Background: an optimization exercise with open tools, aiming at small area, a short achievable clock period and few clock cycles. Do not read the settings as production practice. Only simulation tests tie the RTL to the original design; equivalence was not proved. Power figures rest on the tool's default switching activity, not on a simulated workload.

==> design.v <==
`timescale 1ns/1ps
package rvCorePkg;
    localparam int xLen = 32;
    localparam logic [6:0] opR     = 7'h33;
    localparam logic [6:0] opImm   = 7'h13;
    localparam logic [6:0] opLoad  = 7'h03;
    localparam logic [6:0] opStore = 7'h23;
endpackage
`timescale 1ns/1ps
module aluUnit (
    input  logic [31:0] a,
    input  logic [31:0] b,
    input  logic        sub,       
    input  logic        selSum,
    input  logic        selSlt,
    input  logic        selSltu,
    input  logic        selXor,
    input  logic        selOr,
    input  logic        selAnd,
    input  logic        selSll,
    input  logic        selSr,     
    input  logic        arith,     
    output logic [31:0] y
);
    logic [32:0] sum;
    logic        ltu;
    logic        lt;
    logic [4:0]  sh;
    logic [31:0] shIn;
    logic [31:0] shOut;
    logic [31:0] shRev;
    logic        fill;
    assign sum = {1'b0, a} + {1'b0, b ^ {32{sub}}} + {32'd0, sub};
    assign ltu = ~sum[32];
    assign lt  = (a[31] ^ b[31]) ? a[31] : sum[31];
    assign sh   = b[4:0];
    assign fill = arith & a[31];
    always_comb begin
        for (int i = 0; i < 32; i++) shIn[i] = selSll ? a[31-i] : a[i];
    end
    assign shOut = 32'($signed({fill, shIn}) >>> sh);
    always_comb begin
        for (int i = 0; i < 32; i++) shRev[i] = shOut[31-i];
    end
    assign y = ({32{selSum}} & sum[31:0])
             | ({32{selXor}} & (a ^ b))
             | ({32{selOr}}  & (a | b))
             | ({32{selAnd}} & (a & b))
             | ({32{selSr}}  & shOut)
             | ({32{selSll}} & shRev)
             | {31'd0, (selSlt & lt) | (selSltu & ltu)};
endmodule
`timescale 1ns/1ps
module regFile (
    input  logic        CLK,
    input  logic [4:0]  rs1,
    input  logic [4:0]  rs2,
    output logic [31:0] rs1Data,
    output logic [31:0] rs2Data,
    input  logic        we,
    input  logic [4:0]  rd,
    input  logic [31:0] wdata
);
    logic [31:0] regs [1:31];
    always_comb begin
        rs1Data = '0;
        rs2Data = '0;
        for (int i = 1; i < 32; i++) begin
            rs1Data = rs1Data | ({32{rs1 == 5'(i)}} & regs[i]);
            rs2Data = rs2Data | ({32{rs2 == 5'(i)}} & regs[i]);
        end
    end
    always_ff @(posedge CLK) begin
        for (int i = 1; i < 32; i++) begin
            if (we && rd == 5'(i)) regs[i] <= wdata;
        end
    end
endmodule
`timescale 1ns/1ps
`timescale 1ns/1ps
`timescale 1ns/1ps
`timescale 1ns/1ps
`timescale 1ns/1ps
module rvCore #(
    parameter int addrBits = 10
) (
    input  logic                CLK,
    input  logic                rstN,
    input  logic [31:0]         instr,
    output logic [addrBits-1:0] instrAddr,
    output logic                ramWe,
    output logic [9:0]          ramAddr,    
    output logic [31:0]         ramWdata,
    input  logic [31:0]         ramRdata,
    output logic [31:0]         gpio
);
    logic [addrBits-1:0] pc;
    logic                stall;
    assign instrAddr = pc;
    always_ff @(posedge CLK) begin
        if (!rstN)       pc <= '0;
        else if (!stall) pc <= pc + 1'b1;
    end
    logic [31:7] dIr;
    logic        dR, dI, dL, dS;    
    always_ff @(posedge CLK) begin
        if (!rstN) begin
            {dR, dI, dL, dS} <= '0;
        end else if (!stall) begin
            dR <= instr[6:0] == rvCorePkg::opR;
            dI <= instr[6:0] == rvCorePkg::opImm;
            dL <= instr[6:0] == rvCorePkg::opLoad;
            dS <= instr[6:0] == rvCorePkg::opStore;
        end
    end
    always_ff @(posedge CLK) begin
        if (!stall) dIr <= instr[31:7];
    end
    logic [4:0]  dRd, dRs1, dRs2;
    logic [2:0]  dF3;
    logic        dAlt;
    logic [11:0] dImmI;
    logic [9:0]  dImmS;
    logic        dUses1, dUses2, dWrites;
    assign dRd    = dIr[11:7];
    assign dF3    = dIr[14:12];
    assign dRs1   = dIr[19:15];
    assign dRs2   = dIr[24:20];
    assign dAlt   = dIr[30];
    assign dImmI  = dIr[31:20];
    assign dImmS  = {dIr[29:25], dIr[11:7]};
    assign dUses1 = dR | dI | dL | dS;
    assign dUses2 = dR | dS;
    assign dWrites = (dR | dI | dL) && dRd != 5'd0;
    logic        eWe, eLd, eSt;
    logic [4:0]  eRd;
    logic        mWe, mLd, mRamWe, mGpioWe;
    logic [4:0]  mRd;
    logic [31:0] mX;         
    logic [9:0]  mAddr;
    assign stall = eWe && eLd
                   && ((dUses1 && dRs1 == eRd) || (dUses2 && dRs2 == eRd));
    logic [31:0] rf1, rf2, mVal, dA, dB;
    assign mVal = mLd ? ramRdata : mX;
    regFile regs (
        .CLK(CLK), .rs1(dRs1), .rs2(dRs2), .rs1Data(rf1), .rs2Data(rf2),
        .we(mWe), .rd(mRd), .wdata(mVal)
    );
    always_comb begin
        dA = (mWe && mRd == dRs1) ? mVal : rf1;
        if (dI || dL)                    dB = {{20{dImmI[11]}}, dImmI};
        else if (mWe && mRd == dRs2)     dB = mVal;
        else                             dB = rf2;
    end
    logic [31:0] eA, eB;
    logic [9:0]  eImm;
    logic        eFwdA, eFwdB;
    logic        eSub, eSelSum, eSelSlt, eSelSltu, eSelXor, eSelOr, eSelAnd;
    logic        eSelSll, eSelSr, eArith;
    always_ff @(posedge CLK) begin
        if (!rstN || stall) begin
            eWe <= 1'b0;
            eLd <= 1'b0;
            eSt <= 1'b0;
        end else begin
            eWe <= dWrites;
            eLd <= dL;
            eSt <= dS;
        end
    end
    always_ff @(posedge CLK) begin
        eRd   <= dRd;
        eA    <= dA;
        eB    <= dB;
        eImm  <= dS ? dImmS : dImmI[9:0];
        eFwdA <= dUses1 && eWe && !eLd && eRd == dRs1;
        eFwdB <= dUses2 && eWe && !eLd && eRd == dRs2;
        eSub     <= (dR && dF3 == 3'd0 && dAlt) || dF3 == 3'd2 || dF3 == 3'd3;
        eSelSum  <= dF3 == 3'd0;
        eSelSll  <= dF3 == 3'd1;
        eSelSlt  <= dF3 == 3'd2;
        eSelSltu <= dF3 == 3'd3;
        eSelXor  <= dF3 == 3'd4;
        eSelSr   <= dF3 == 3'd5;
        eSelOr   <= dF3 == 3'd6;
        eSelAnd  <= dF3 == 3'd7;
        eArith   <= dAlt && dF3 == 3'd5;
    end
    logic [31:0] opA, opB, aluY;
    logic [9:0]  eAddr;
    assign opA = eFwdA ? mX : eA;
    assign opB = eFwdB ? mX : eB;
    aluUnit alu (
        .a(opA), .b(opB), .sub(eSub),
        .selSum(eSelSum), .selSlt(eSelSlt), .selSltu(eSelSltu),
        .selXor(eSelXor), .selOr(eSelOr), .selAnd(eSelAnd),
        .selSll(eSelSll), .selSr(eSelSr), .arith(eArith),
        .y(aluY)
    );
    assign eAddr = opA[9:0] + eImm;
    always_ff @(posedge CLK) begin
        if (!rstN) begin
            mWe     <= 1'b0;
            mLd     <= 1'b0;
            mRamWe  <= 1'b0;
            mGpioWe <= 1'b0;
        end else begin
            mWe     <= eWe;
            mLd     <= eLd;
            mRamWe  <= eSt && eAddr != 10'd0;
            mGpioWe <= eSt && eAddr == 10'd0;
        end
    end
    always_ff @(posedge CLK) begin
        mRd   <= eRd;
        mAddr <= eAddr;
        mX    <= eSt ? opB : aluY;
    end
    assign ramWe    = mRamWe;
    assign ramAddr  = mAddr;
    assign ramWdata = mX;
    always_ff @(posedge CLK) begin
        if (!rstN)        gpio <= '0;
        else if (mGpioWe) gpio <= mX;
    end
endmodule
==> run.sh <==
#!/bin/bash
# synth_recipe.tcl (not shown) runs the flow's synth.tcl, then flattens the netlist and writes it again
# the make line also repeats each setting of config.mk as NAME=value (left out here)
make -C /OpenROAD-flow-scripts/flow DESIGN_CONFIG=/design/flow/config.mk WORK_HOME=/design/flow/orfs CLKGATE_MAP_FILE= SYNTH_SCRIPT=/design/flow/synth_recipe.tcl finish
==> config.mk <==
export PLATFORM = sky130hd
export DESIGN_NAME = rvCore
export DESIGN_NICKNAME = rvCore
export VERILOG_FILES = /design/flow/design.v
export SDC_FILE = /design/flow/constraint.sdc
export NUM_CORES = 4
export LEC_CHECK = 0
export CAP_MARGIN = 20
export CORE_MARGIN = 2
export CORE_UTILIZATION = 40
export SLEW_MARGIN = 20
==> constraint.sdc <==
create_clock -name core_clock -period 7.0 [get_ports {CLK}]
set_input_delay 1.4000 -clock core_clock [delete_from_list [all_inputs] [get_ports {CLK}]]
set_output_delay 1.4000 -clock core_clock [all_outputs]
set_load 0.01 [all_outputs]
==> run notes, run 1 <==
Slew HR - 0.1100
I/O pin cnt - 151
met3 WL - 47,300 um
detailed placement HPWL - 164,500 um
Final min period - 4.759 ns
Resized Gates After CTS - 0
final hold violations - 0
die footprint - 144,400 um^2
CP Launch Type - register
DR WL met2 - 114,500 um
P_leak - 0.02221 uW
Synth Instances - 4,462
Worst EP arrival - 5.38 ns
CTS sink cnt - 1,208
critical path required time - 7.62 ns
final wirelength - 280,400 um
IO buf count - 150
core footprint - 139,900 um^2
antenna violations before repair - 12
critical path class - reg -> reg
Metal-1 WL - 93,780 um
Post-Syn Nets - 4,635
fin nets - 4,759
Yosys warnings - 4
DRC - 0
clock root buffer - clkbuf_16
post-synth cell types - 84
Worst setup EP type - register
#FFs+latches synth - 1,208
sequential share of the synthesized area - 0.6078
first-pass GRT wire length - 375,800 um
setup TNS - 0 ns
min-delay worst type - reg -> reg
DR WL/cell - 42.66 um
num rows - 137
Most used DFF post-synth - edfxtp_1
Layout fillers - 12,480
placed cells - 6,340
register area - 34,380 um^2
post-synthesis cell area - 56,540 um^2
Achievable Freq - 210.1 MHz
max cap viols - 0
CTS Buf Count - 120
Routed Antenna Nets - 0
Via density - 7.418
Slew Limit Fails - 0
GRT Overall Usage - 0.3729
clock latency (worst-skew pair) - 0.79 ns
Vias - 48,770
Max Used Layer - met5
# hold bufs at CTS - 0
CTS tree - built
Final Non-Filler Cells - 6,574
Tightest Pin Transition - 1.325 ns
CP Max Fanout - 36
Tcrit/Tclk final - 0.6799
Final setup violation count - 0
final instance area - 65,320 um^2
Placer Congestion - 1.009
clock skew - 0.05659 ns
EDFF count, synth - 1,017
share of cells above drive strength 1 - 0.1273
vias in the first global route - 44,960
Clock transition at path regs - 0.07 ns
setup bufs post-CTS - 0
starting density of the core - 0.4042
largest area contributor in the netlist - edfxtp_1
Initial DRC Count - 10,760
TritonRoute pass-1 iters - 14
RSZ-0062 raised after global routing - false
reg2reg setup slack - 2.24 ns
Die Wd - 380.0 um
Area Growth Syn to Fin - 15.54%
area share of the largest cell type after synthesis - 0.5401
pwr/cell area - 285.5 nW/um^2
CTS H-tree depth - 3
Setup WS pre-CTS - 2.349 ns
largest net degree at the start of global routing - 65
Die Ht - 380.0 um
multi-input logic area - 21,300 um^2
GRT overflow - 0
ys async rst share - 0
Setup WS post-layout - 2.241 ns
peak supply drop - 232.4 uV
ranking of synthesized cells by area - edfxtp_1 54%, a22oi_1 8.2%, dfxtp_1 6.8%, a221oi_1 2.5%, nand2_1 2.3%
CTS max path bufs - 3
dpl cell area - 61,260 um^2
Syn Area/Cell - 12.67 um^2
status - timing/DRC/antenna clean
state kept, by name (all words and copies together), names as in the netlist, 5 cells and up:
name and flops:
dIr 25, eA 32, eB 32, eImm 10, eRd 5, gpio 32
mAddr 10, mRd 5, mX 32, pc 10, regs.regs 992
placed cells by master, fill, tap and decap left out, types with 13 or more instances in the layout:
cell type,netlist,layout
nor3_1,56,56
nand4_1,87,87
nand2_1,353,353
xor2_1,22,22
nor2_4,0,93
a211oi_1,16,16
nand2b_1,21,21
ha_1,105,105
clkbuf_16,0,123
and2_1,16,16
a21oi_1,119,119
a22o_1,149,149
clkinv_1,0,13
a222oi_1,69,69
clkbuf_1,237,25
nand3_1,76,74
nor4_1,38,38
o21ai_0,99,99
xnor2_1,62,62
clkdlybuf4s50_1,0,149
mux4_2,25,25
a22oi_1,621,621
o211ai_1,26,26
dfxtp_1,191,184
a221oi_1,160,160
nor2b_1,47,47
inv_1,93,93
and3_1,39,39
nor2_1,226,132
edfxtp_1,1017,1017
mux2_2,63,63
mux4_1,13,13
buf_4,1,165
clkinv_2,0,27
mux2i_1,131,128
cell usage after synthesis, types with 13 or more instances:
master	instances
buf_1	66
o21ai_0	99
and3_1	39
dfxtp_1	191
ha_1	105
a21oi_1	119
nor3_1	56
a222oi_1	69
mux2i_1	131
xor2_1	22
clkbuf_1	237
a211oi_1	16
mux4_1	13
o211ai_1	26
xnor2_1	62
nor2b_1	47
mux2_2	63
nor2_1	226
nor4_1	38
nand2_1	353
a22oi_1	621
nand4_1	87
nand3_1	76
and2_1	16
edfxtp_1	1017
mux4_2	25
inv_1	93
a221oi_1	160
a22o_1	149
nand2b_1	21
report_power, final:
group / switching [uW] / internal [uW]
clock: 2950 / 3780
sequential: 305 / 8380
combinational: 2210 / 1030
cell type report:
class                           count  area share
Sequential cell                  1208      0.5263
Multi-Input combinational cell   2839      0.3261
Clock buffer                      158     0.05053
Timing Repair Buffer              322     0.04402
Tap cell                         1876     0.03593
Clock inverter                     69     0.01145
Inverter                           95    0.005459
Antenna cell                        7   0.0002682
per-layer routing:
metal  vias to the layer above  track usage
met4                         6       0.2545
li1                      18250            -
met2                      5364       0.5347
met1                     23660       0.4548
met5                         -     0.006614
met3                      1488       0.1561
path summary, 6_finish.rpt:
| path | from | end | cells past startpoint |
|---|---|---|---|
| min reg2reg | dIr[25] | eImm[5] | 0 |
| min | dIr[25] | eImm[5] | 0 |
| max | eFwdB | mX[25] | 9 |
| max reg2reg | eFwdB | mX[25] | 9 |
metrics by stage:
step           hold WS (ns)  utilization  power (uW)
2_1_floorplan        0.3479            -       10470
3_3_place_gp         0.3578       0.4379       11920
3_5_place_dp         0.3596       0.4379       11920
4_1_cts              0.3836       0.4669       18480
5_1_grt              0.3952       0.4669       19040
6_report             0.3880       0.4670       18650
cells by family (layout without fill, tap and decap cells):
logic type               after synthesis  in the layout  synth area share
AO/OA/AOI/OAI                       1401           1401            0.1887
XOR/XNOR                              84             84           0.01301
adder cells (fa/ha/maj)              107            107           0.02394
buffers and inverters                415            644           0.02868
flip-flops                          1208           1208            0.6078
multiplexers                         237            237           0.05340
other                                  0              7                 0
AND/OR/NAND/NOR                     1010           1010           0.08449
worst max-delay path, cell delays in order (launching register included):
cell and delay (ns):
dfxtp_2 0.36, buf_4 0.57, mux2i_4 0.85, inv_2 0.52, mux2_1 0.44, mux2i_1 0.32
o21ba_2 0.20, a21oi_1 0.20, a2111oi_0 0.93, a22oi_1 0.15
Testbench counts, summed over its fixed seeds: cycles 20,124.
==> run 2, diff against run 1 <==
--- a/config.mk
+++ b/config.mk
@@ -8,4 +8,5 @@
 export CAP_MARGIN = 20
 export CORE_MARGIN = 2
 export CORE_UTILIZATION = 40
+export SETUP_SLACK_MARGIN = 4.0
 export SLEW_MARGIN = 20
==> run 2 against run 1 <==
Compared with the run above: cell count is 4.7% higher; synthesized cell count unchanged; clock power increased by 2%; highest routed layer unchanged; still clean; setup slack gained 1.2 ns; critical path type unchanged; largest cell class unchanged.
==> run notes, run 2 <==
num rows - 137
Final Non-Filler Cells - 6,886
Worst setup EP type - register
Achievable Freq - 279.1 MHz
post-synthesis cell area - 56,540 um^2
sequential share of the synthesized area - 0.6078
GRT Overall Usage - 0.3836
total power - 19,690 uW
DRC - 0
#FFs+latches synth - 1,208
clock latency (worst-skew pair) - 0.80 ns
CTS sink cnt - 1,208
largest net degree at the start of global routing - 65
count leader, synth - edfxtp_1
post-synth cell types - 84
CP Cell Sequence - buf_6 -> buf_6 -> buf_6 -> o211ai_1 -> nand2_2 -> nor2_4 -> fa_2 -> nor2b_2 -> o31a_1 -> o31ai_4 -> a21oi_2 -> a2111o_1 -> a2111o_1 -> nand3_1 -> a22oi_1
share of cells above drive strength 1 - 0.2412
max FFs per register - 992
Vias - 50,540
min-delay worst type - reg -> reg
CP Launch Type - register
clock root buffer - clkbuf_16
EDFF count, synth - 1,017
status - timing/DRC/antenna clean
vias in the first global route - 46,640
Clock transition at path regs - 0.07 ns
area share of the largest cell type after synthesis - 0.5401
core footprint - 139,900 um^2
CP Max Fanout - 3
DR WL/cell - 42.05 um
fin nets - 5,066
Setup WS post-layout - 3.418 ns
ranking of synthesized cells by area - edfxtp_1 54%, a22oi_1 8.2%, dfxtp_1 6.8%, a221oi_1 2.5%, nand2_1 2.3%
Placer Congestion - 0.9685
GRT overflow - 0
Synth Instances - 4,462
critical path required time - 7.62 ns
CTS max path bufs - 3
pwr/cell area - 278.8 nW/um^2
Tightest Pin Transition - 1.090 ns
dpl cell area - 61,330 um^2
Area Growth Syn to Fin - 24.95%
CP max-delay cell - a2111o_1
max cap viols - 0
Die Wd - 380.0 um
final instance area - 70,650 um^2
largest area contributor in the netlist - edfxtp_1
final wirelength - 289,600 um
detailed placement HPWL - 163,600 um
Slew Limit Fails - 0
RSZ-0062 raised after global routing - true
CTS tree - built
I/O pin cnt - 151
Initial DRC Count - 11,390
setup TNS - 0 ns
most frequent cells in the layout - 1,017 x edfxtp_1, 618 x a22oi_1, 346 x nand2_1
IO buf count - 150
first-pass GRT wire length - 385,900 um
final hold violations - 0
CTS H-tree depth - 3
Final min period - 3.582 ns
Tcrit/Tclk final - 0.5118
most common cell after layout, fill and taps aside - edfxtp_1
Worst EP arrival - 4.20 ns
CP top delay family - compound AO/OA/AOI/OAI gates
Layout fillers - 12,010
Most flops, register - regs.regs
clock skew - 0.07521 ns
peak supply drop - 234.2 uV
CTS Buf Count - 121
starting density of the core - 0.4042
Via density - 7.340
Setup WS pre-CTS - 2.593 ns
Post-synth top cells - 1,017 x edfxtp_1, 621 x a22oi_1, 353 x nand2_1, 237 x clkbuf_1, 226 x nor2_1
Post-Syn Nets - 4,635
placed cells - 6,334
Syn Area/Cell - 12.67 um^2
cell mode on critical path - buf_6
Routed Antenna Nets - 0
antenna violations before repair - 20
Yosys warnings - 4
P_leak - 0.02478 uW
TritonRoute pass-1 iters - 12
die footprint - 144,400 um^2
slowest stage delay, CP - 0.52 ns
Die Ht - 380.0 um
Buffers & Inverters on Critical Path - 3
ys async rst share - 0
Most used DFF post-synth - edfxtp_1
critical path class - reg -> reg
Slew HR - 0.2731
Final setup violation count - 0
run 2: layout make-up:
| class | count | area (um^2) | share of cell area |
|---|---|---|---|
| Clock inverter | 88 | 964.7 | 0.01365 |
| Timing Repair inverter | 2 | 25.02 | 0.0003542 |
| Multi-Input combinational cell | 2842 | 23190 | 0.3282 |
| Clock buffer | 143 | 3183 | 0.04506 |
| Tap cell | 1876 | 2347 | 0.03322 |
| Timing Repair Buffer | 623 | 6047 | 0.08559 |
| Sequential cell | 1208 | 34490 | 0.4882 |
| Antenna cell | 9 | 22.52 | 0.0003188 |
| Inverter | 95 | 376.6 | 0.005331 |
run 2: path summary, 6_finish.rpt:
check,startpoint,endpoint,slack [ns],cells after the start
max,eFwdB,mX[30],3.42,15
min,dIr[25],eImm[5],0.37,0
max reg2reg,eFwdB,mX[30],3.42,15
min reg2reg,dIr[25],eImm[5],0.37,0
run 2: per-layer routing:
metal	track usage	wire, um	vias up
met3	0.1759	51040	1647
met2	0.5505	117400	5575
met4	0.2525	26380	20
met5	0	145	-
met1	0.4620	94650	24360
li1	-	-	18940
run 2: cells by family (layout without fill, tap and decap cells):
| family | Yosys count | after routing | share of synthesized area |
|---|---|---|---|
| muxes | 237 | 239 | 0.05340 |
| buffers and inverters | 415 | 951 | 0.02868 |
| xor gates and xnor gates | 84 | 84 | 0.01301 |
| DFF | 1208 | 1208 | 0.6078 |
| AOI/OAI and AO/OA | 1401 | 1401 | 0.1887 |
| and+or+nand+nor | 1010 | 1011 | 0.08449 |
| other | 0 | 9 | 0 |
| adders and majority gates | 107 | 107 | 0.02394 |
run 2: power by group:
| part | internal (uW) | switching [uW] |
|---|---|---|
| Sequential | 8410 | 276 |
| Clock | 3830 | 3020 |
| Combinational | 1530 | 2640 |
| Total | 13800 | 5930 |
run 2: timing repair:
item                       CTS  global route
cloned                      12             1
setup buffers              226            73
setup endpoints to repair  208           138
pin swaps                  118            58
hold buffers                 0             0
resized for setup          515           158
run 2: metrics by stage:
stage | hold WS (ns) | utilization
after global routing | 0.3850 | 0.5049
after detailed placement | 0.3555 | 0.4385
after CTS | 0.3697 | 0.4956
after floorplan | 0.3479 | -
final | 0.3703 | 0.5051
after global placement | 0.3538 | 0.4382
==> run 3, diff against run 2 <==
--- a/design.v
+++ b/design.v
@@ -30,7 +30,31 @@
     logic [31:0] shOut;
     logic [31:0] shRev;
     logic        fill;
-    assign sum = {1'b0, a} + {1'b0, b ^ {32{sub}}} + {32'd0, sub};
+    logic [31:0] bx, gen, prop;
+    logic [31:0] gl [0:5];
+    logic [31:0] pl [0:5];
+    logic [32:0] carry;
+    assign bx   = b ^ {32{sub}};
+    assign gen  = a & bx;
+    assign prop = a ^ bx;
+    always_comb begin
+        gl[0] = gen;
+        pl[0] = prop;
+        gl[0][0] = gen[0] | (prop[0] & sub);
+        for (int l = 0; l < 5; l++) begin
+            for (int i = 0; i < 32; i++) begin
+                if (i >= (1 << l)) begin
+                    gl[l+1][i] = gl[l][i] | (pl[l][i] & gl[l][i - (1 << l)]);
+                    pl[l+1][i] = pl[l][i] & pl[l][i - (1 << l)];
+                end else begin
+                    gl[l+1][i] = gl[l][i];
+                    pl[l+1][i] = pl[l][i];
+                end
+            end
+        end
+        carry = {gl[5], sub};
+    end
+    assign sum = {carry[32], prop ^ carry[31:0]};
     assign ltu = ~sum[32];
     assign lt  = (a[31] ^ b[31]) ? a[31] : sum[31];
     assign sh   = b[4:0];
@@ -137,6 +161,7 @@
     logic        mWe, mLd, mRamWe, mGpioWe;
     logic [4:0]  mRd;
     logic [31:0] mX;         
+    logic [31:0] mFA, mFB;   
     logic [9:0]  mAddr;
     assign stall = eWe && eLd
                    && ((dUses1 && dRs1 == eRd) || (dUses2 && dRs2 == eRd));
@@ -146,15 +171,20 @@
         .CLK(CLK), .rs1(dRs1), .rs2(dRs2), .rs1Data(rf1), .rs2Data(rf2),
         .we(mWe), .rd(mRd), .wdata(mVal)
     );
-    always_comb begin
-        dA = (mWe && mRd == dRs1) ? mVal : rf1;
+    logic dFwdA, dFwdB;
+    assign dFwdA = dUses1 && eWe && !eLd && eRd == dRs1;
+    assign dFwdB = dUses2 && eWe && !eLd && eRd == dRs2;
+    always_comb begin
+        if (dFwdA)                       dA = '0;
+        else if (mWe && mRd == dRs1)     dA = mVal;
+        else                             dA = rf1;
         if (dI || dL)                    dB = {{20{dImmI[11]}}, dImmI};
+        else if (dFwdB)                  dB = '0;
         else if (mWe && mRd == dRs2)     dB = mVal;
         else                             dB = rf2;
     end
     logic [31:0] eA, eB;
     logic [9:0]  eImm;
-    logic        eFwdA, eFwdB;
     logic        eSub, eSelSum, eSelSlt, eSelSltu, eSelXor, eSelOr, eSelAnd;
     logic        eSelSll, eSelSr, eArith;
     always_ff @(posedge CLK) begin
@@ -173,8 +203,6 @@
         eA    <= dA;
         eB    <= dB;
         eImm  <= dS ? dImmS : dImmI[9:0];
-        eFwdA <= dUses1 && eWe && !eLd && eRd == dRs1;
-        eFwdB <= dUses2 && eWe && !eLd && eRd == dRs2;
         eSub     <= (dR && dF3 == 3'd0 && dAlt) || dF3 == 3'd2 || dF3 == 3'd3;
         eSelSum  <= dF3 == 3'd0;
         eSelSll  <= dF3 == 3'd1;
@@ -188,8 +216,8 @@
     end
     logic [31:0] opA, opB, aluY;
     logic [9:0]  eAddr;
-    assign opA = eFwdA ? mX : eA;
-    assign opB = eFwdB ? mX : eB;
+    assign opA = eA | mFA;
+    assign opB = eB | mFB;
     aluUnit alu (
         .a(opA), .b(opB), .sub(eSub),
         .selSum(eSelSum), .selSlt(eSelSlt), .selSltu(eSelSltu),
@@ -215,6 +243,8 @@
         mRd   <= eRd;
         mAddr <= eAddr;
         mX    <= eSt ? opB : aluY;
+        mFA   <= dFwdA ? aluY : '0;
+        mFB   <= dFwdB ? aluY : '0;
     end
     assign ramWe    = mRamWe;
     assign ramAddr  = mAddr;
--- a/config.mk
+++ b/config.mk
@@ -5,8 +5,11 @@
 export SDC_FILE = /design/flow/constraint.sdc
 export NUM_CORES = 4
 export LEC_CHECK = 0
+export ABC_AREA = 1
 export CAP_MARGIN = 20
 export CORE_MARGIN = 2
-export CORE_UTILIZATION = 40
-export SETUP_SLACK_MARGIN = 4.0
+export CORE_UTILIZATION = 30
+export PLACE_DENSITY = 0.45
+export SETUP_SLACK_MARGIN = 4.5
 export SLEW_MARGIN = 20
+export TNS_END_PERCENT = 1
==> run 3 against run 2 <==
Compared with the run above: still clean; synthesized area is 7.5% higher; hold slack better by 0.019 ns; sequential power is 3.0% higher; clock-buffer cell count is 44 higher; clock skew is 0.038 ns lower; die area is 43% higher; setup slack better by 0.45 ns; clock power is 14% higher.
==> run notes, run 3 <==
status - timing/DRC/antenna clean
max FFs per register - 992
xor and xnor area share after synthesis - 0.006918
clock latency (worst-skew pair) - 0.86 ns
Achievable Freq - 319.0 MHz
register area - 35,690 um^2
sequential power share - 0.437
Synth Area in Simple Gates - 0.1936
multi-input logic area - 22,080 um^2
Placer Congestion - 0.9893
final hold violations - 0
TritonRoute pass-1 iters - 7
fin nets - 7,086
GRT Overall Usage - 0.3461
sequential share of the synthesized area - 0.5859
max cap viols - 0
IO buf count - 150
die footprint - 206,200 um^2
main combinational cell family by area after synthesis - simple AND/OR/NAND/NOR gates
Initial DRC Count - 10,630
CTS sink cnt - 1,270
post-synth cell types - 58
met3 WL - 47,770 um
Post-Syn Nets - 6,639
largest net degree at the start of global routing - 60
ys async rst share - 0
core footprint - 201,700 um^2
reg2reg setup slack - 3.87 ns
#FFs+latches synth - 1,270
CTS tree - built
Routed Antenna Nets - 0
post-synthesis cell area - 60,770 um^2
CTS Buf Count - 146
Layout fillers - 20,220
DR WL met2 - 154,600 um
Slew Limit Fails - 0
count leader, synth - nand2_1
Post-synth top cells - 1,538 x nand2_1, 1,017 x edfxtp_1, 854 x inv_1, 511 x nor2_1, 402 x nand3_1
P_sw - 6291 uW
Via density - 5.999
Most used DFF post-synth - edfxtp_1
RSZ-0062 raised after global routing - true
ranking of synthesized cells by area - edfxtp_1 50%, nand2_1 9.5%, dfxtp_1 8.3%, inv_1 5.3%, nand3_1 3.3%
Yosys warnings - 6
Tcrit/Tclk final - 0.4478
setup TNS - 0 ns
Clock power frac - 0.381
I/O pin cnt - 151
Combinational Power Share - 0.182
GRT overflow - 0
Final Non-Filler Cells - 9,742
Slew HR - 0.1835
most frequent cells in the layout - 1,476 x nand2_1, 1,017 x edfxtp_1, 820 x inv_1
Die Ht - 454.1 um
most common cell after layout, fill and taps aside - nand2_1
Max Used Layer - met5
Clock transition at path regs - 0.06 ns
Final setup violation count - 0
final wirelength - 367,600 um
vias in the first global route - 52,820
area share of the largest cell type after synthesis - 0.5026
CP Launch Type - register
antenna violations before repair - 35
placed cells - 9,237
min-delay worst type - reg -> reg
Vias - 58,450
P_leak - 0.03016 uW
Compound-Gate Fraction of Synth Area - 0.1146
CTS max path bufs - 3
P_int - 14,190 uW
clock root buffer - clkbuf_16
num rows - 165
critical path required time - 7.73 ns
switching share of total power - 0.3072
Tightest Pin Transition - 1.225 ns
Core Util, Final - 0.3743
DR WL/cell - 37.73 um
Synth Instances - 6,466
Metal-1 WL - 131,900 um
mux cell area share after synthesis - 0
Die Wd - 454.1 um
Most flops, register - regs.regs
total power - 20,480 uW
Hold Slack - 0.3896 ns
Worst EP arrival - 3.86 ns
Worst setup EP type - register
DRC - 0
Final min period - 3.134 ns
CP Max Fanout - 16
share of cells above drive strength 1 - 0.1504
starting density of the core - 0.3013
largest area contributor in the netlist - edfxtp_1
clock skew - 0.03755 ns
critical path class - reg -> reg
CTS H-tree depth - 4
first-pass GRT wire length - 478,600 um
pwr/cell area - 271.3 nW/um^2
post-synthesis adder-cell area fraction - 0.02228
peak supply drop - 214.9 uV
Area Growth Syn to Fin - 24.23%
EDFF count, synth - 1,017
Syn Area/Cell - 9.398 um^2
detailed placement HPWL - 225,500 um
## run 3: cell types whose count changed after synthesis, sizes merged, moves of 79 or more
| cell | previous run | this run |
|---|---|---|
| nand3 | 76 | 411 |
| buf | 83 | 162 |
| o21ai | 100 | 304 |
| a22o | 149 | 22 |
| clkbuf | 237 | 108 |
| o22ai | 10 | 247 |
| inv | 95 | 896 |
| a22oi | 621 | 54 |
| mux2i | 134 | 0 |
| nor2 | 226 | 522 |
| nand2 | 353 | 1554 |
## run 3: power groups by stage
stage | logic (uW) | clock network (uW) | registers, uW
after detailed placement | 3210 | 0 | 9090
after global routing | 3930 | 8120 | 8950
after global placement | 3220 | 0 | 9090
after floorplan | 1710 | 0 | 8960
final | 3720 | 7810 | 8940
after CTS | 3320 | 7830 | 8940
## run 3: final cells by class
cell class / count / area share
tap: 2672 / 0.04429
clock inverter: 81 / 0.009447
timing repair buffer: 567 / 0.07757
inverter: 904 / 0.04861
sequential: 1270 / 0.4728
antenna: 37 / 0.001227
clock buffer: 187 / 0.05347
multi-input combinational: 4024 / 0.2926
## run 3: stage by stage
stage / setup slack [ns] / area (um^2)
floorplan: 4.475 / 60780
global placement: 2.508 / 66280
detailed placement: 2.463 / 66360
CTS: 3.937 / 73590
global route: 3.903 / 75410
finish: 3.866 / 75490
## run 3: path summary, 6_finish.rpt
check,startpoint,to,cells after the start
worst max-delay path,dIr[16],eA[17],12
worst min-delay path,dIr[26],eImm[6],0
worst max register to register,dIr[16],eA[17],12
worst min register to register,dIr[26],eImm[6],0
## run 3: cell families after synthesis
group	Yosys count
xor gates and xnor gates	48
AOI/OAI and AO/OA	1084
adders and majority gates	107
DFF	1270
buffers and inverters	1174
and+or+nand+nor	2783
## run 3: critical path: stages (launching register included)
cell and delay, ns:
edfxtp_1 0.52, nand2_1 0.23, nor2_1 0.10, nand2_1 0.11
buf_12 0.24, inv_4 0.13, buf_6 0.23, a22oi_1 0.21
nand4_1 0.11, a211oi_2 0.18, nand4_1 0.52, nand2_1 0.26
inv_1 0.05
## run 3: per-layer routing
metal / vias up / track usage
li1: 23330 / -
met1: 28440 / 0.4248
met2: 5221 / 0.5107
met3: 1433 / 0.1123
met4: 22 / 0.2468
met5: - / 0
## run 3: repair_timing
action | in CTS | in global routing
gates resized for setup | 480 | 312
hold buffers | 0 | 0
endpoints found under the setup margin | 770 | 668
gates cloned | 9 | 1
pin swaps | 31 | 72
buffers inserted | 120 | 69
Testbench counts of run 3, summed over its fixed seeds: cycles 20,124.
==> run 4, diff against run 3 <==
--- a/design.v
+++ b/design.v
@@ -77,8 +77,8 @@
 `timescale 1ns/1ps
 module regFile (
     input  logic        CLK,
-    input  logic [4:0]  rs1,
-    input  logic [4:0]  rs2,
+    input  logic [31:1] rs1Sel,    
+    input  logic [31:1] rs2Sel,
     output logic [31:0] rs1Data,
     output logic [31:0] rs2Data,
     input  logic        we,
@@ -90,8 +90,8 @@
         rs1Data = '0;
         rs2Data = '0;
         for (int i = 1; i < 32; i++) begin
-            rs1Data = rs1Data | ({32{rs1 == 5'(i)}} & regs[i]);
-            rs2Data = rs2Data | ({32{rs2 == 5'(i)}} & regs[i]);
+            rs1Data = rs1Data | ({32{rs1Sel[i]}} & regs[i]);
+            rs2Data = rs2Data | ({32{rs2Sel[i]}} & regs[i]);
         end
     end
     always_ff @(posedge CLK) begin
@@ -137,8 +137,15 @@
             dS <= instr[6:0] == rvCorePkg::opStore;
         end
     end
-    always_ff @(posedge CLK) begin
-        if (!stall) dIr <= instr[31:7];
+    logic [31:1] dSel1, dSel2;
+    always_ff @(posedge CLK) begin
+        if (!stall) begin
+            dIr <= instr[31:7];
+            for (int i = 1; i < 32; i++) begin
+                dSel1[i] <= instr[19:15] == 5'(i);
+                dSel2[i] <= instr[24:20] == 5'(i);
+            end
+        end
     end
     logic [4:0]  dRd, dRs1, dRs2;
     logic [2:0]  dF3;
@@ -168,7 +175,7 @@
     logic [31:0] rf1, rf2, mVal, dA, dB;
     assign mVal = mLd ? ramRdata : mX;
     regFile regs (
-        .CLK(CLK), .rs1(dRs1), .rs2(dRs2), .rs1Data(rf1), .rs2Data(rf2),
+        .CLK(CLK), .rs1Sel(dSel1), .rs2Sel(dSel2), .rs1Data(rf1), .rs2Data(rf2),
         .we(mWe), .rd(mRd), .wdata(mVal)
     );
     logic dFwdA, dFwdB;
--- a/config.mk
+++ b/config.mk
@@ -7,6 +7,8 @@
 export LEC_CHECK = 0
 export ABC_AREA = 1
 export CAP_MARGIN = 20
+export CELL_PAD_IN_SITES_DETAIL_PLACEMENT = 1
+export CELL_PAD_IN_SITES_GLOBAL_PLACEMENT = 2
 export CORE_MARGIN = 2
 export CORE_UTILIZATION = 30
 export PLACE_DENSITY = 0.45
==> run 4 against run 3 <==
Compared with the run above: non-clock buffer count fell by 136; synthesized cell count shrank 3.6%; sequential power is 5.9% higher; fmax shrank 1.7%; utilization down 0.85 points; cell area shrank 2.0%; hold slack got worse by 0.0052 ns; total power grew 7.3%; sequential share of layout area up 3.5 points; combinational power is 7.3% higher.
==> run notes, run 4 <==
status - timing/DRC/antenna clean
CTS Buf Count - 163
Critical Path End - eA[14]
Die Ht - 455.2 um
CP top delay family - compound AO/OA/AOI/OAI gates
DR WL/cell - 40.04 um
Clock transition at path regs - 0.06 ns
GRT Overall Usage - 0.3536
most frequent cells in the layout - 2,117 x nand2_1, 1,079 x edfxtp_1, 484 x nand3_1
core footprint - 202,300 um^2
P_leak - 0.02792 uW
clock latency (worst-skew pair) - 0.86 ns
max cap viols - 0
final wirelength - 375,000 um
pwr/cell area - 297.0 nW/um^2
Core Util, Final - 0.3657
IO buf count - 150
Most used DFF post-synth - edfxtp_1
most common cell after layout, fill and taps aside - nand2_1
Via density - 5.829
share of cells above drive strength 1 - 0.1277
Worst path depth - 4
starting density of the core - 0.3019
CP Cell Sequence - buf_4 -> a22o_1 -> a2111oi_0 -> a31oi_2
post-synth cell types - 62
Worst EP arrival - 3.77 ns
largest net degree at the start of global routing - 72
Slew HR - 0.09661
clock skew - 0.05254 ns
ranking of synthesized cells by area - edfxtp_1 53%, nand2_1 13%, dfxtp_1 8.3%, nand3_1 4.1%, nand4_1 2.9%
antenna violations before repair - 29
P_sw - 7003 uW
CTS H-tree depth - 4
Vias - 54,600
RSZ-0062 raised after global routing - true
hold path start - dIr[29]
CTS sink cnt - 1,332
Tcrit/Tclk final - 0.4553
vias in the first global route - 53,020
sequential share of the synthesized area - 0.6134
R2R cell count - 4
count leader, synth - nand2_1
CTS max path bufs - 3
CTS tree - built
Area Growth Syn to Fin - 21.13%
num rows - 165
die footprint - 207,200 um^2
Yosys warnings - 6
ys async rst share - 0
GRT overflow - 0
critical path required time - 7.58 ns
Routed Antenna Nets - 0
slowest stage delay, CP - 0.84 ns
# hold bufs at CTS - 0
Syn Area/Cell - 9.805 um^2
Clock power frac - 0.387
multi-input logic area - 22,580 um^2
fin nets - 6,711
Combinational Power Share - 0.182
detailed placement HPWL - 233,400 um
max FFs per register - 992
CP Max Fanout - 22
Initial DRC Count - 6,361
reg2reg setup slack - 3.81 ns
Buffers & Inverters on Critical Path - 1
Synth Instances - 6,230
CP Launch Type - register
peak supply drop - 268.6 uV
Final setup violation count - 0
Slew Limit Fails - 0
Tightest Pin Transition - 1.346 ns
Post-synth top cells - 2,147 x nand2_1, 1,079 x edfxtp_1, 501 x nand3_1, 330 x nor2_1, 312 x inv_1
Critical R2R Capture - eA[14]
CP max-delay cell - edfxtp_1
Achievable Freq - 313.8 MHz
largest area contributor in the netlist - edfxtp_1
critical path class - reg -> reg
final hold violations - 0
P_int - 14,970 uW
register area - 37,590 um^2
TritonRoute pass-1 iters - 5
setup TNS - 0 ns
r2r startpoint - dSel1[25]
switching share of total power - 0.3187
placed cells - 8,958
Die Wd - 455.2 um
#FFs+latches synth - 1,332
Layout fillers - 22,550
Post-Syn Nets - 6,403
min-delay worst type - reg -> reg
Most flops, register - regs.regs
clock root buffer - clkbuf_16
sequential power share - 0.431
crit path from - dSel1[25]
area share of the largest cell type after synthesis - 0.5304
EDFF count, synth - 1,079
DRC - 0
I/O pin cnt - 151
Worst setup EP type - register
Final Non-Filler Cells - 9,367
post-synthesis cell area - 61,080 um^2
Final min period - 3.187 ns
first-pass GRT wire length - 488,700 um
Placer Congestion - 0.8947
[run 4: cell count changes after synthesis, moves of 62 or more]
cell / delta
nand4_1: +134
o22ai_1: -244
a22o_1: +89
inv_1: -542
nand3_1: +99
clkbuf_1: +146
nand2_1: +609
o2111ai_1: -68
nor2_1: -181
edfxtp_1: +62
buf_2: -117
o21ai_0: -152
[run 4: power groups by stage]
stage          registers [uW]  logic, uW  clock network (uW)
2_1_floorplan            9380       1720                   0
3_3_place_gp             9620       3530                   0
3_5_place_dp             9620       3530                   0
4_1_cts                  9470       3740                8610
5_1_grt                  9470       4220                8910
6_report                 9470       3990                8510
[run 4: cell type report]
cell class	instances	share of cell area
antenna	22	0.0007440
clock buffer	219	0.05979
clock inverter	81	0.01057
inverter	325	0.01769
multi-input combinational	4276	0.3051
sequential	1332	0.5081
tap	2672	0.04518
timing repair buffer	431	0.05210
timing repair inverter	9	0.0007609
[run 4: layer usage]
layer  share of wire  up-vias  global-route usage
met5         0.00020        -                   0
met4           0.060       12              0.1738
met3           0.075      744             0.06103
met2            0.46     2646              0.5705
met1            0.41    28570              0.4581
li1                -    22630                   -
[run 4: what timing repair did]
| action | CTS | global route |
|---|---|---|
| cloned | 7 | 7 |
| buffers inserted | 35 | 37 |
| pin swaps | 23 | 40 |
| endpoints found under the setup margin | 1330 | 1671 |
| gates resized for setup | 336 | 164 |
[run 4: cells by family after synthesis]
kind of cell,count (synthesis),synth area share
and+or+nand+nor,3429,0.2394
DFF,1332,0.6134
AOI/OAI and AO/OA,670,0.07560
buffers and inverters,624,0.03933
adders and majority gates,107,0.02216
xor gates and xnor gates,50,0.007169
muxes,18,0.002950
[run 4: how the worst min path moves through the flow]
stage,depth (start not counted),slack (ns),to
4_1_cts,0,0.38,eImm[9]
2_1_floorplan,0,0.35,eImm[5]
3_5_place_dp,0,0.36,eImm[9]
6_report,0,0.38,eImm[9]
3_3_place_gp,0,0.37,eImm[9]
5_1_grt,0,0.38,eImm[9]
[run 4: stage by stage]
| stage | total power (uW) | setup slack [ns] | area, um^2 | hold WS [ns] |
|---|---|---|---|---|
| 2_1_floorplan | 11100 | 4.395 | 61090 | 0.3484 |
| 3_3_place_gp | 13150 | 2.449 | 66570 | 0.3691 |
| 3_5_place_dp | 13140 | 2.723 | 66640 | 0.3648 |
| 4_1_cts | 21820 | 3.950 | 72900 | 0.3790 |
| 5_1_grt | 22600 | 3.876 | 73960 | 0.3812 |
| 6_report | 21970 | 3.813 | 73990 | 0.3844 |
Testbench counts of run 4, summed over its fixed seeds: cycles 20,124.
==> run 5, diff against run 4 <==
--- a/config.mk
+++ b/config.mk
@@ -12,6 +12,6 @@
 export CORE_MARGIN = 2
 export CORE_UTILIZATION = 30
 export PLACE_DENSITY = 0.45
-export SETUP_SLACK_MARGIN = 4.5
+export SETUP_SLACK_MARGIN = 5.0
 export SLEW_MARGIN = 20
 export TNS_END_PERCENT = 1
==> run 5 against run 4 <==
Compared with the run above: still clean; largest cell class unchanged; critical path depth rose by 1; hold slack got worse by 0.0088 ns; setup slack improved by 0.24 ns; register-to-register slack improved by 0.25 ns; clock power fell by 1%; die area did not move; combinational power rose by 16%; wire length rose by 5.1%; synthesized area did not move; clock skew rose by 0.014 ns.
==> run notes, run 5 <==
RSZ-0062 raised after global routing - true
CTS tree - built
CTS max path bufs - 3
switching share of total power - 0.3218
P_int - 15,260 uW
most common cell after layout, fill and taps aside - nand2_1
vias in the first global route - 54,490
pwr/cell area - 286.7 nW/um^2
Synth Instances - 6,230
Via density - 5.785
max cap viols - 0
ranking of synthesized cells by area - edfxtp_1 53%, nand2_1 13%, dfxtp_1 8.3%, nand3_1 4.1%, nand4_1 2.9%
Worst setup EP type - register
CP Max Fanout - 16
Syn Area/Cell - 9.805 um^2
# hold bufs at CTS - 0
Clock power frac - 0.373
sequential power share - 0.420
Combinational Power Share - 0.206
met1 Use GR - 0.4388
GRT Overall Usage - 0.3612
antenna violations before repair - 22
post-synthesis cell area - 61,080 um^2
Die Ht - 455.2 um
post-synth cell types - 62
P_sw - 7241 uW
CP Launch Type - input pin
Final min period - 2.951 ns
final hold violations - 0
critical path class - in -> reg
final wirelength - 394,100 um
ys async rst share - 0
routing usage on met3 - 0.05875
final instance area - 78,490 um^2
die footprint - 207,200 um^2
Most used DFF post-synth - edfxtp_1
share of cells above drive strength 1 - 0.1841
global route hottest layer - met2
largest net degree at the start of global routing - 51
area share of the largest cell type after synthesis - 0.5304
Die Wd - 455.2 um
sequential share of the synthesized area - 0.6134
CTS Buf Count - 163
Most flops, register - regs.regs
CP Cell Sequence - clkdlybuf4s50_1 -> inv_1 -> nand2_1 -> o21ai_1 -> clkinvlp_4
status - timing/DRC/antenna clean
Post-Syn Nets - 6,403
num rows - 165
DR WL/cell - 41.10 um
Post-synth top cells - 2,147 x nand2_1, 1,079 x edfxtp_1, 501 x nand3_1, 330 x nor2_1, 312 x inv_1
Final setup violation count - 0
min-delay worst type - reg -> reg
Placer Congestion - 0.8888
CTS sink cnt - 1,332
largest area contributor in the netlist - edfxtp_1
core footprint - 202,300 um^2
Area Growth Syn to Fin - 28.50%
starting density of the core - 0.3019
fin nets - 6,945
max FFs per register - 992
EDFF count, synth - 1,079
I/O pin cnt - 151
#FFs+latches synth - 1,332
clock latency (worst-skew pair) - 0.85 ns
TritonRoute pass-1 iters - 6
Routed Antenna Nets - 0
setup TNS - 0 ns
critical path required time - 7.42 ns
dpl cell area - 66,760 um^2
count leader, synth - nand2_1
most frequent cells in the layout - 2,091 x nand2_1, 1,079 x edfxtp_1, 465 x nand3_1
Tightest Pin Transition - 1.342 ns
met2 usage - 0.6127
Slew Limit Fails - 0
IO buf count - 150
crit path from - ramRdata[13]
DRC - 0
clock root buffer - clkbuf_16
peak supply drop - 271.9 uV
P_leak - 0.02985 uW
slowest stage delay, CP - 0.73 ns
Yosys warnings - 6
Tcrit/Tclk final - 0.4215
CP max-delay cell - clkinvlp_4
clock skew - 0.06662 ns
CTS H-tree depth - 4
Slew HR - 0.09959
Vias - 55,470
Worst EP arrival - 3.37 ns
first-pass GRT wire length - 500,600 um
GRT overflow - 0
Initial DRC Count - 6,608
detailed placement HPWL - 235,100 um
hold path start - dIr[29]
Achievable Freq - 338.9 MHz
Clock transition at path regs - 0.06 ns
r2r startpoint - eA[0]
[run 5: timing repair]
item	4_1_cts	5_1_grt
hold endpoints to repair	0	0
buffers inserted	151	118
setup endpoints to repair	2258	2302
resized for setup	735	296
pin swaps	110	71
cloned	22	24
[run 5: worst max-delay path: cells and delay by family]
family / cells / cell delay [ns]
AND/OR/NAND/NOR: 1 / 0.05
buffers and inverters: 3 / 1.18
AO/OA/AOI/OAI: 1 / 0.71
[run 5: metrics by stage]
stage	cells	hold slack, ns	setup WS, ns	total power, uW	util
floorplan	6230	0.3484	4.476	11110	-
global route	9584	0.3791	3.996	23130	0.3879
global placement	8958	0.3605	2.140	13100	0.3294
detailed placement	8963	0.3650	2.779	13100	0.3300
finish	9588	0.3756	4.049	22500	0.3880
CTS	9440	0.3709	4.100	22270	0.3738
[run 5: cell families after synthesis]
| logic type | Yosys count | synth area share |
|---|---|---|
| AOI/OAI and AO/OA | 670 | 0.07560 |
| adders and majority gates | 107 | 0.02216 |
| buffers and inverters | 624 | 0.03933 |
| and+or+nand+nor | 3429 | 0.2394 |
| muxes | 18 | 0.002950 |
| DFF | 1332 | 0.6134 |
| xor gates and xnor gates | 50 | 0.007169 |
[run 5: path summary, 6_finish.rpt]
check	end	slack (ns)	cells past startpoint
setup / recovery	regs.regs[9][13]	4.05	5
hold / removal	eImm[9]	0.38	0
setup reg to reg	mX[2]	4.06	12
hold reg to reg	eImm[9]	0.38	0
[run 5: per-layer routing]
| layer | up-vias | routed length (um) | share of wire |
|---|---|---|---|
| li1 | 23070 | - | - |
| met1 | 29120 | 151100 | 0.38 |
| met2 | 2454 | 187400 | 0.48 |
| met3 | 807 | 27150 | 0.069 |
| met4 | 14 | 28250 | 0.072 |
| met5 | - | 89 | 0.00023 |
[run 5: power by group through the flow]
stage	clock, uW	combinational, uW	sequential, uW
after global placement	0	3470	9630
after detailed placement	0	3480	9620
after CTS	8500	4320	9450
final	8400	4640	9460
after floorplan	0	1720	9390
after global routing	8800	4870	9460
[run 5: layout make-up]
class,instances,area [um^2]
multi-input cells,4278,23700
clock buffers,238,4663
clock inverters,66,544.3
repair inverters,11,72.57
fillers,22220,123800
flip-flops and latches,1332,37640
well taps,2672,3343
inverters,325,1354
repair buffers,661,7163
diodes,5,12.51
==> run 6, diff against run 5 <==
==> flow/run.sh (new file) <==
#!/bin/bash
# The standard layout (standard.sh, all ORFS steps from synthesis to finish)
# with one change: buffer_ports gives every input and output port a buf_2
# buffer instead of the delay cell (clkdlybuf4s50) it picks by default.
# ORFS writes each step's full log under orfs/logs/; make's own output goes
# to standard_make.log here.
set -euo pipefail
export BUFFER_PORTS_ARGS="-buffer_cell sky130_fd_sc_hd__buf_2"
bash standard.sh > standard_make.log 2>&1
==> standard.sh (new file) <==
#!/bin/bash
# synth_recipe.tcl (not shown) runs the flow's synth.tcl, then flattens the netlist and writes it again
# the make line also repeats each setting of config.mk as NAME=value (left out here)
make -C /OpenROAD-flow-scripts/flow DESIGN_CONFIG=/design/flow/config.mk WORK_HOME=/design/flow/orfs CLKGATE_MAP_FILE= SYNTH_SCRIPT=/design/flow/synth_recipe.tcl "${@:-finish}"
removed: run.sh
==> run 6 against run 5 <==
Compared with the run above: fmax decreased by 0.50%; hold slack better by 0.022 ns; first-iteration DRC count shrank 14%; cell count decreased by 1.3%; critical endpoint is now eA[22]; cell area is 3.0% lower; still clean; clock-buffer cell count decreased by 20; die area is the same; via count is 2.7% lower; critical path type is now reg -> reg.
==> run notes, run 6 <==
min-delay worst type - reg -> reg
#FFs+latches synth - 1,332
fin nets - 6,815
ys async rst share - 0
most frequent cells in the layout - 2,082 x nand2_1, 1,079 x edfxtp_1, 468 x nand3_1
CTS Buf Count - 164
Achievable Freq - 337.2 MHz
Final setup violation count - 0
Syn Area/Cell - 9.805 um^2
placed cells - 8,962
RSZ-0062 raised after global routing - true
GRT overflow - 0
core footprint - 202,300 um^2
starting density of the core - 0.3019
I/O pin cnt - 151
TritonRoute pass-1 iters - 5
Final Non-Filler Cells - 9,467
# hold bufs at CTS - 0
Most used DFF post-synth - edfxtp_1
clock latency (worst-skew pair) - 0.84 ns
Placer Congestion - 0.9021
Post-Syn Nets - 6,403
clock skew - 0.05164 ns
ranking of synthesized cells by area - edfxtp_1 53%, nand2_1 13%, dfxtp_1 8.3%, nand3_1 4.1%, nand4_1 2.9%
largest area contributor in the netlist - edfxtp_1
pwr/cell area - 295.5 nW/um^2
Final min period - 2.965 ns
Synth Instances - 6,230
Slew Limit Fails - 0
critical path class - reg -> reg
total power - 22,510 uW
CTS tree - built
share of cells above drive strength 1 - 0.1834
status - timing/DRC/antenna clean
CP Launch Type - register
post-synthesis cell area - 61,080 um^2
Worst setup EP type - register
Clock transition at path regs - 0.06 ns
GRT Overall Usage - 0.3462
Core Util, Final - 0.3765
Via density - 5.699
Most flops, register - regs.regs
CTS max path bufs - 3
critical path required time - 7.49 ns
num rows - 165
final wirelength - 371,400 um
post-synth cell types - 62
detailed placement HPWL - 228,300 um
DRC - 0
Tightest Pin Transition - 1.158 ns
max FFs per register - 992
Yosys warnings - 6
DR WL/cell - 39.23 um
Tcrit/Tclk final - 0.4236
dpl cell area - 66,010 um^2
clock root buffer - clkbuf_16
Layout fillers - 22,540
setup TNS - 0 ns
Die Ht - 455.2 um
Worst EP arrival - 3.45 ns
vias in the first global route - 53,370
EDFF count, synth - 1,079
Area Growth Syn to Fin - 24.70%
die footprint - 207,200 um^2
Post-synth top cells - 2,147 x nand2_1, 1,079 x edfxtp_1, 501 x nand3_1, 330 x nor2_1, 312 x inv_1
sequential share of the synthesized area - 0.6134
CTS H-tree depth - 4
CTS sink cnt - 1,332
CP Max Fanout - 19
Slew HR - 0.2277
final hold violations - 0
multi-input logic area - 23,460 um^2
antenna violations before repair - 32
register area - 37,600 um^2
count leader, synth - nand2_1
most common cell after layout, fill and taps aside - nand2_1
IO buf count - 150
largest net degree at the start of global routing - 77
Vias - 53,950
Initial DRC Count - 5,697
P_leak - 0.02902 uW
area share of the largest cell type after synthesis - 0.5304
final instance area - 76,170 um^2
max cap viols - 0
Die Wd - 455.2 um
peak supply drop - 257.7 uV
first-pass GRT wire length - 481,800 um
Routed Antenna Nets - 0
-- run 6: cell types whose count changed in the layout (fill, tap and decap cells not counted), sizes merged, moves of 6 or more --
cell,before,now
clkdlybuf4s15,24,0
buf,500,518
dlygate4sd2,42,0
inv,300,313
clkdlybuf4s50,63,0
clkbuf,262,229
clkinv,67,75
clkinvlp,35,22
bufinv,0,12
diode,5,11
-- run 6: through the flow --
step	setup WS (ns)	hold slack [ns]
detailed placement	3.083	0.3806
finish	4.035	0.3975
global placement	2.859	0.3743
floorplan	4.476	0.3484
global route	4.044	0.3984
CTS	4.126	0.3981
-- run 6: what timing repair did --
item,4_1_cts,5_1_grt
gates resized for setup,505,237
pin swaps,87,47
buffers inserted,94,64
gates cloned,15,13
setup endpoints to repair,2145,2141
-- run 6: final cells by class --
cell class / instances / share of cell area
antenna: 11 / 0.0003614
clock buffer: 218 / 0.05991
clock inverter: 90 / 0.01148
inverter: 325 / 0.01751
multi-input combinational: 4278 / 0.3080
sequential: 1332 / 0.4936
tap: 2672 / 0.04389
timing repair buffer: 534 / 0.06436
timing repair inverter: 7 / 0.0008377
-- run 6: worst paths after layout --
path / from / endpoint / slack [ns] / cells past startpoint
worst min register to register: dIr[29] / eImm[9] / 0.40 / 0
worst max register to register: dSel1[29] / eA[22] / 4.03 / 5
worst min-delay path: dIr[29] / eImm[9] / 0.40 / 0
worst max-delay path: dSel1[29] / eA[22] / 4.03 / 5
-- run 6: logic make-up after synthesis --
logic type,synth area share
buffers and inverters,0.03933
flip-flops,0.6134
adder cells (fa/ha/maj),0.02216
XOR/XNOR,0.007169
AO/OA/AOI/OAI,0.07560
AND/OR/NAND/NOR,0.2394
multiplexers,0.002950
-- run 6: routing by layer --
layer,vias up,part of all wire,track usage
li1,22820,-,-
met5,-,0.00022,0
met3,746,0.059,0.05375
met2,2087,0.47,0.5775
met1,28290,0.40,0.4255
met4,14,0.070,0.1986
-- run 6: where the power goes --
group          switching, uW  internal [uW]  total [uW]
clock network           3700           5040        8740
logic                   3070           1260        4330
registers                288           9150        9440
-- run 6: worst max-delay path, stage by stage, from the launching register on --
cell and delay [ns]:
edfxtp_1 0.70, buf_4 0.45, a21oi_1 0.22, nand4_1 0.11, nor4_1 0.56, a41oi_2 0.56
==> run 7, diff against run 6 <==
--- a/design.v
+++ b/design.v
@@ -138,13 +138,16 @@
         end
     end
     logic [31:1] dSel1, dSel2;
-    always_ff @(posedge CLK) begin
-        if (!stall) begin
-            dIr <= instr[31:7];
-            for (int i = 1; i < 32; i++) begin
-                dSel1[i] <= instr[19:15] == 5'(i);
-                dSel2[i] <= instr[24:20] == 5'(i);
-            end
+    logic [4:0] nRs1, nRs2;
+    assign nRs1 = stall ? dIr[19:15] : instr[19:15];
+    assign nRs2 = stall ? dIr[24:20] : instr[24:20];
+    always_ff @(posedge CLK) begin
+        if (!stall) dIr <= instr[31:7];
+    end
+    always_ff @(posedge CLK) begin
+        for (int i = 1; i < 32; i++) begin
+            dSel1[i] <= nRs1 == 5'(i);
+            dSel2[i] <= nRs2 == 5'(i);
         end
     end
     logic [4:0]  dRd, dRs1, dRs2;
--- a/config.mk
+++ b/config.mk
@@ -14,4 +14,4 @@
 export PLACE_DENSITY = 0.45
 export SETUP_SLACK_MARGIN = 5.0
 export SLEW_MARGIN = 20
-export TNS_END_PERCENT = 1
+export TNS_END_PERCENT = 0
==> run 7 against run 6 <==
Compared with the run above: still clean on timing, DRC and antenna; cell area is 5.0% lower; via count increased by 0.14%; clock-buffer cell count grew 19; sequential share of layout area grew 1.8 points; combinational power fell by 14%; setup slack worse by 0.046 ns; sequential power decreased by 1%; wire length grew 1.8%; synthesized cell count fell by 1.7%; clock skew fell by 0.0031 ns; total power is 4.4% lower; hold slack gained 0.0024 ns; largest cell class unchanged; largest power group unchanged.
==> run notes, run 7 <==
status - timing/DRC/antenna clean
vias in the first global route - 53,420
ranking of synthesized cells by area - edfxtp_1 50%, nand2_1 12%, dfxtp_1 10%, nand3_1 3.5%, a22o_1 3.0%
CP top delay family - flip-flops
CTS tree - built
detailed placement HPWL - 234,500 um
first-pass GRT wire length - 495,900 um
crit path from - dSel1[29]
reg2reg setup slack - 3.99 ns
Buffers & Inverters on Critical Path - 1
starting density of the core - 0.3011
fin nets - 6,537
Tightest Pin Transition - 1.220 ns
Vias - 54,030
post-synth cell types - 60
Final setup violation count - 0
Final min period - 3.012 ns
min-delay worst type - reg -> reg
share of cells above drive strength 1 - 0.1542
area share of the largest cell type after synthesis - 0.5029
R2R cell count - 8
sequential power share - 0.434
core footprint - 201,700 um^2
DR WL/cell - 41.15 um
post-synthesis cell area - 60,730 um^2
P_leak - 0.02768 uW
final instance area - 72,390 um^2
multi-input logic area - 22,520 um^2
clock root buffer - clkbuf_16
peak supply drop - 260.1 uV
Most flops, register - regs.regs
Layout fillers - 22,460
# hold bufs at CTS - 0
P_sw - 6745 uW
Placer Congestion - 0.8976
count leader, synth - nand2_1
die footprint - 206,000 um^2
Post-synth top cells - 1,896 x nand2_1, 1,017 x edfxtp_1, 425 x nand3_1, 412 x nor2_1, 359 x inv_1
Critical R2R Capture - eA[3]
GRT overflow - 0
most common cell after layout, fill and taps aside - nand2_1
Die Ht - 453.9 um
Clock transition at path regs - 0.07 ns
CTS max path bufs - 3
ys async rst share - 0
Core Util, Final - 0.3589
clock skew - 0.04850 ns
largest net degree at the start of global routing - 65
final hold violations - 0
CTS sink cnt - 1,332
DRC - 0
Die Wd - 453.9 um
Syn Area/Cell - 9.918 um^2
Area Growth Syn to Fin - 19.21%
Critical Path End - eA[3]
CP Cell Sequence - buf_4 -> nand2_1 -> nand2_1 -> a221o_1 -> nor3_1 -> nand4_1 -> nor2_1 -> a211oi_2
Worst path depth - 8
cell mode on critical path - nand2_1
slowest stage delay, CP - 0.70 ns
Hold Slack - 0.3999 ns
CTS Buf Count - 163
Achievable Freq - 332.0 MHz
r2r startpoint - dSel1[29]
max cap viols - 0
Combinational Power Share - 0.172
critical path required time - 7.66 ns
CP Max Fanout - 19
Slew Limit Fails - 0
dpl cell area - 65,310 um^2
RSZ-0062 raised after global routing - true
Clock power frac - 0.394
Routed Antenna Nets - 0
CP max-delay cell - dfxtp_4
Slew HR - 0.1863
Yosys warnings - 6
CP Launch Type - register
GRT Overall Usage - 0.3588
Initial DRC Count - 5,986
Synth Instances - 6,123
register area - 37,010 um^2
max FFs per register - 992
pwr/cell area - 297.1 nW/um^2
antenna violations before repair - 30
Post-Syn Nets - 6,296
IO buf count - 150
critical path class - reg -> reg
I/O pin cnt - 151
clock latency (worst-skew pair) - 0.86 ns
Most used DFF post-synth - edfxtp_1
#FFs+latches synth - 1,332
most frequent cells in the layout - 1,865 x nand2_1, 1,017 x edfxtp_1, 411 x nand3_1
num rows - 165
EDFF count, synth - 1,017
final wirelength - 378,000 um
P_int - 14,760 uW
largest area contributor in the netlist - edfxtp_1
Via density - 5.881
setup TNS - 0 ns
Worst EP arrival - 3.68 ns
switching share of total power - 0.3136
TritonRoute pass-1 iters - 6
CTS H-tree depth - 4
Worst setup EP type - register
sequential share of the synthesized area - 0.6067
Tcrit/Tclk final - 0.4303
[run 7: cell count changes after synthesis, moves of 47 or more]
cell and change:
dfxtp_1 +62, edfxtp_1 -62, nand3_1 -76, nor2_1 +82, nand2_1 -251, inv_1 +47, a22o_1 +100, a221oi_1 +79
[run 7: cell type report]
class,instances,area share
diodes,11,0.0003802
inverters,382,0.02031
flip-flops and latches,1332,0.5112
clock buffers,237,0.06336
clock inverters,67,0.008175
repair inverters,1,0.0001556
well taps,2672,0.04618
multi-input cells,4107,0.3110
repair buffers,377,0.03922
[run 7: how the worst min path moves through the flow]
stage	start	to	slack [ns]	cells past startpoint
2_1_floorplan	dIr[25]	eImm[5]	0.35	0
3_3_place_gp	dIr[9]	eRd[2]	0.40	0
3_5_place_dp	dIr[9]	eRd[2]	0.39	0
4_1_cts	dIr[9]	eRd[2]	0.40	0
5_1_grt	eRd[4]	mRd[4]	0.42	0
6_report	dIr[9]	eRd[2]	0.40	0
[run 7: power groups by stage]
stage	clock network, uW	logic [uW]	registers [uW]
after global placement	0	3300	9470
after detailed placement	0	3310	9470
after global routing	8830	3950	9340
final	8470	3710	9330
after floorplan	0	1730	9320
after CTS	8560	3550	9330
[run 7: timing repair]
item	in CTS	in global routing
pin swaps	42	16
gates cloned	4	1
setup buffers	43	15
endpoints found under the setup margin	2267	2271
gates resized for setup	285	79
[run 7: routing by layer]
layer,track usage,vias to the layer above,wire (um)
met4,0.1787,2,22060
met3,0.05168,737,24610
met2,0.5913,2598,177600
met5,0,-,11
li1,-,22250,-
met1,0.4591,28440,153800
[run 7: kinds of logic (layout without fill, tap and decap cells)]
| group | after synthesis | in the layout | share of synthesized area |
|---|---|---|---|
| other cells | 0 | 11 | 0 |
| compound gates | 825 | 825 | 0.1028 |
| xor+xnor | 49 | 49 | 0.007067 |
| fa+ha+maj | 107 | 107 | 0.02229 |
| buf+inv | 685 | 1064 | 0.04327 |
| flops | 1332 | 1332 | 0.6067 |
| simple gates | 3125 | 3126 | 0.2178 |
[run 7: through the flow]
stage | cells | setup WS [ns] | total power [uW]
global route | 9177 | 4.002 | 22120
detailed placement | 8807 | 2.755 | 12780
global placement | 8804 | 2.743 | 12770
CTS | 9158 | 4.126 | 21450
floorplan | 6123 | 4.478 | 11050
finish | 9186 | 3.988 | 21510
Testbench counts of run 7, summed over its fixed seeds: cycles 20,124.
==> run 8, diff against run 7 <==
--- a/config.mk
+++ b/config.mk
@@ -11,6 +11,8 @@
 export CELL_PAD_IN_SITES_GLOBAL_PLACEMENT = 2
 export CORE_MARGIN = 2
 export CORE_UTILIZATION = 30
+export CTS_CLUSTER_DIAMETER = 80
+export CTS_CLUSTER_SIZE = 20
 export PLACE_DENSITY = 0.45
 export SETUP_SLACK_MARGIN = 5.0
 export SLEW_MARGIN = 20
==> run 8 against run 7 <==
Compared with the run above: sequential cell count unchanged; wire length increased by 0.21%; total power decreased by 5.1%; critical endpoint is now eB[14]; largest cell class unchanged.
==> run notes, run 8 <==
max cap viols - 0
Via density - 5.896
RSZ-0062 raised after global routing - true
Post-Syn Nets - 6,296
critical path class - reg -> reg
TritonRoute pass-1 iters - 5
Area Growth Syn to Fin - 18.82%
ys async rst share - 0
detailed placement HPWL - 234,500 um
Post-synth top cells - 1,896 x nand2_1, 1,017 x edfxtp_1, 425 x nand3_1, 412 x nor2_1, 359 x inv_1
Slew Limit Fails - 0
Yosys warnings - 6
CTS max path bufs - 3
Achievable Freq - 334.3 MHz
hold path start - dIr[9]
Routed Antenna Nets - 0
total power - 20,400 uW
Slew HR - 0.1886
hold endpoint - eRd[2]
setup TNS - 0 ns
Die Wd - 453.9 um
final hold violations - 0
die footprint - 206,000 um^2
Final setup violation count - 0
antenna violations before repair - 27
CTS H-tree depth - 3
count leader, synth - nand2_1
Synth Instances - 6,123
post-synth cell types - 60
Critical R2R Capture - eB[14]
Clock transition at path regs - 0.09 ns
reg2reg setup slack - 4.01 ns
most frequent cells in the layout - 1,848 x nand2_1, 1,017 x edfxtp_1, 400 x nand3_1
largest net degree at the start of global routing - 65
sequential power share - 0.457
core footprint - 201,700 um^2
area share of the largest cell type after synthesis - 0.5029
Vias - 53,790
CTS Buf Count - 112
hold-critical path depth - 0
clock root buffer - clkbuf_16
Setup WS pre-CTS - 2.755 ns
max FFs per register - 992
share of cells above drive strength 1 - 0.1695
Tightest Pin Transition - 1.217 ns
I/O pin cnt - 151
IO buf count - 150
EDFF count, synth - 1,017
Most used DFF post-synth - edfxtp_1
Final min period - 2.992 ns
switching share of total power - 0.3343
Worst setup EP type - register
num rows - 165
r2r startpoint - dSel2[15]
Layout fillers - 22,440
peak supply drop - 200.4 uV
final instance area - 72,160 um^2
starting density of the core - 0.3011
CTS sink cnt - 1,332
most common cell after layout, fill and taps aside - nand2_1
vias in the first global route - 53,280
clock skew - 0.06370 ns
GRT overflow - 0
ranking of synthesized cells by area - edfxtp_1 50%, nand2_1 12%, dfxtp_1 10%, nand3_1 3.5%, a22o_1 3.0%
P_sw - 6822 uW
min-delay worst type - reg -> reg
Most flops, register - regs.regs
Setup WS post-layout - 4.008 ns
Clock power frac - 0.350
#FFs+latches synth - 1,332
status - timing/DRC/antenna clean
==> run 8: metal layers <==
layer | routed length [um] | track usage | vias up | share of wire
met5 | 11 | 0 | - | 0.000029
met4 | 22200 | 0.1758 | 2 | 0.059
met3 | 23200 | 0.04989 | 701 | 0.061
met2 | 178500 | 0.5930 | 2471 | 0.47
met1 | 155000 | 0.4606 | 28450 | 0.41
li1 | - | - | 22170 | -
==> run 8: layout make-up <==
cell class                      count  area [um^2]  share of cell area
Multi-Input combinational cell   4108        23120              0.3204
Timing Repair inverter              5        65.06           0.0009017
Timing Repair Buffer              402         3133             0.04342
Clock inverter                     89         1041             0.01443
Tap cell                         2672         3343             0.04633
Clock buffer                      124         2930             0.04061
Antenna cell                        8        20.02           0.0002774
Inverter                          382         1488             0.02062
Sequential cell                  1332        37020              0.5130
==> run 8: power by group through the flow <==
stage | logic (uW) | registers (uW) | clock network [uW]
after floorplan | 1730 | 9320 | 0
after global placement | 3300 | 9470 | 0
after detailed placement | 3310 | 9470 | 0
after global routing | 4200 | 9330 | 7470
after CTS | 3750 | 9320 | 7220
final | 3950 | 9320 | 7140
==> run 8: timing repair <==
action	CTS	global route
gates resized for setup	418	108
pin swaps	82	37
gates cloned	8	3
endpoints found under the setup margin	2237	2279
setup buffers	71	12
==> run 8: how the worst max path moves through the flow <==
stage,start,to,slack [ns],cells past startpoint
3_5_place_dp,eSub,mX[17],2.75,14
4_1_cts,eSub,mX[10],4.19,16
3_3_place_gp,eSub,mX[17],2.74,14
5_1_grt,eSub,mX[20],4.08,15
6_report,dSel2[15],eB[14],4.01,9
2_1_floorplan,mWe,regs.regs[18][0],4.48,3
==> run 8: cells by family after synthesis <==
kind of cell | after synthesis | synth area share
AND/OR/NAND/NOR | 3125 | 0.2178
buffers and inverters | 685 | 0.04327
AO/OA/AOI/OAI | 825 | 0.1028
flip-flops | 1332 | 0.6067
adder cells (fa/ha/maj) | 107 | 0.02229
XOR/XNOR | 49 | 0.007067
==> run 8: through the flow <==
step / std cells / utilization / hold WS [ns]
3_5_place_dp: 8807 / 0.3238 / 0.3917
5_1_grt: 9115 / 0.3577 / 0.4164
4_1_cts: 9099 / 0.3547 / 0.4080
6_report: 9122 / 0.3577 / 0.4032
2_1_floorplan: 6123 / - / 0.3484
3_3_place_gp: 8804 / 0.3234 / 0.3959
==> run 8: worst max-delay path: stages, from the launching register on <==
cell and delay, ns:
dfxtp_2 0.60, buf_4 0.47, nand2_1 0.16, nand4_1 0.09
a21oi_1 0.17, nand4_1 0.17, nor4_1 0.41, nand4_1 0.44
o211ai_1 0.22, nand2_1 0.09
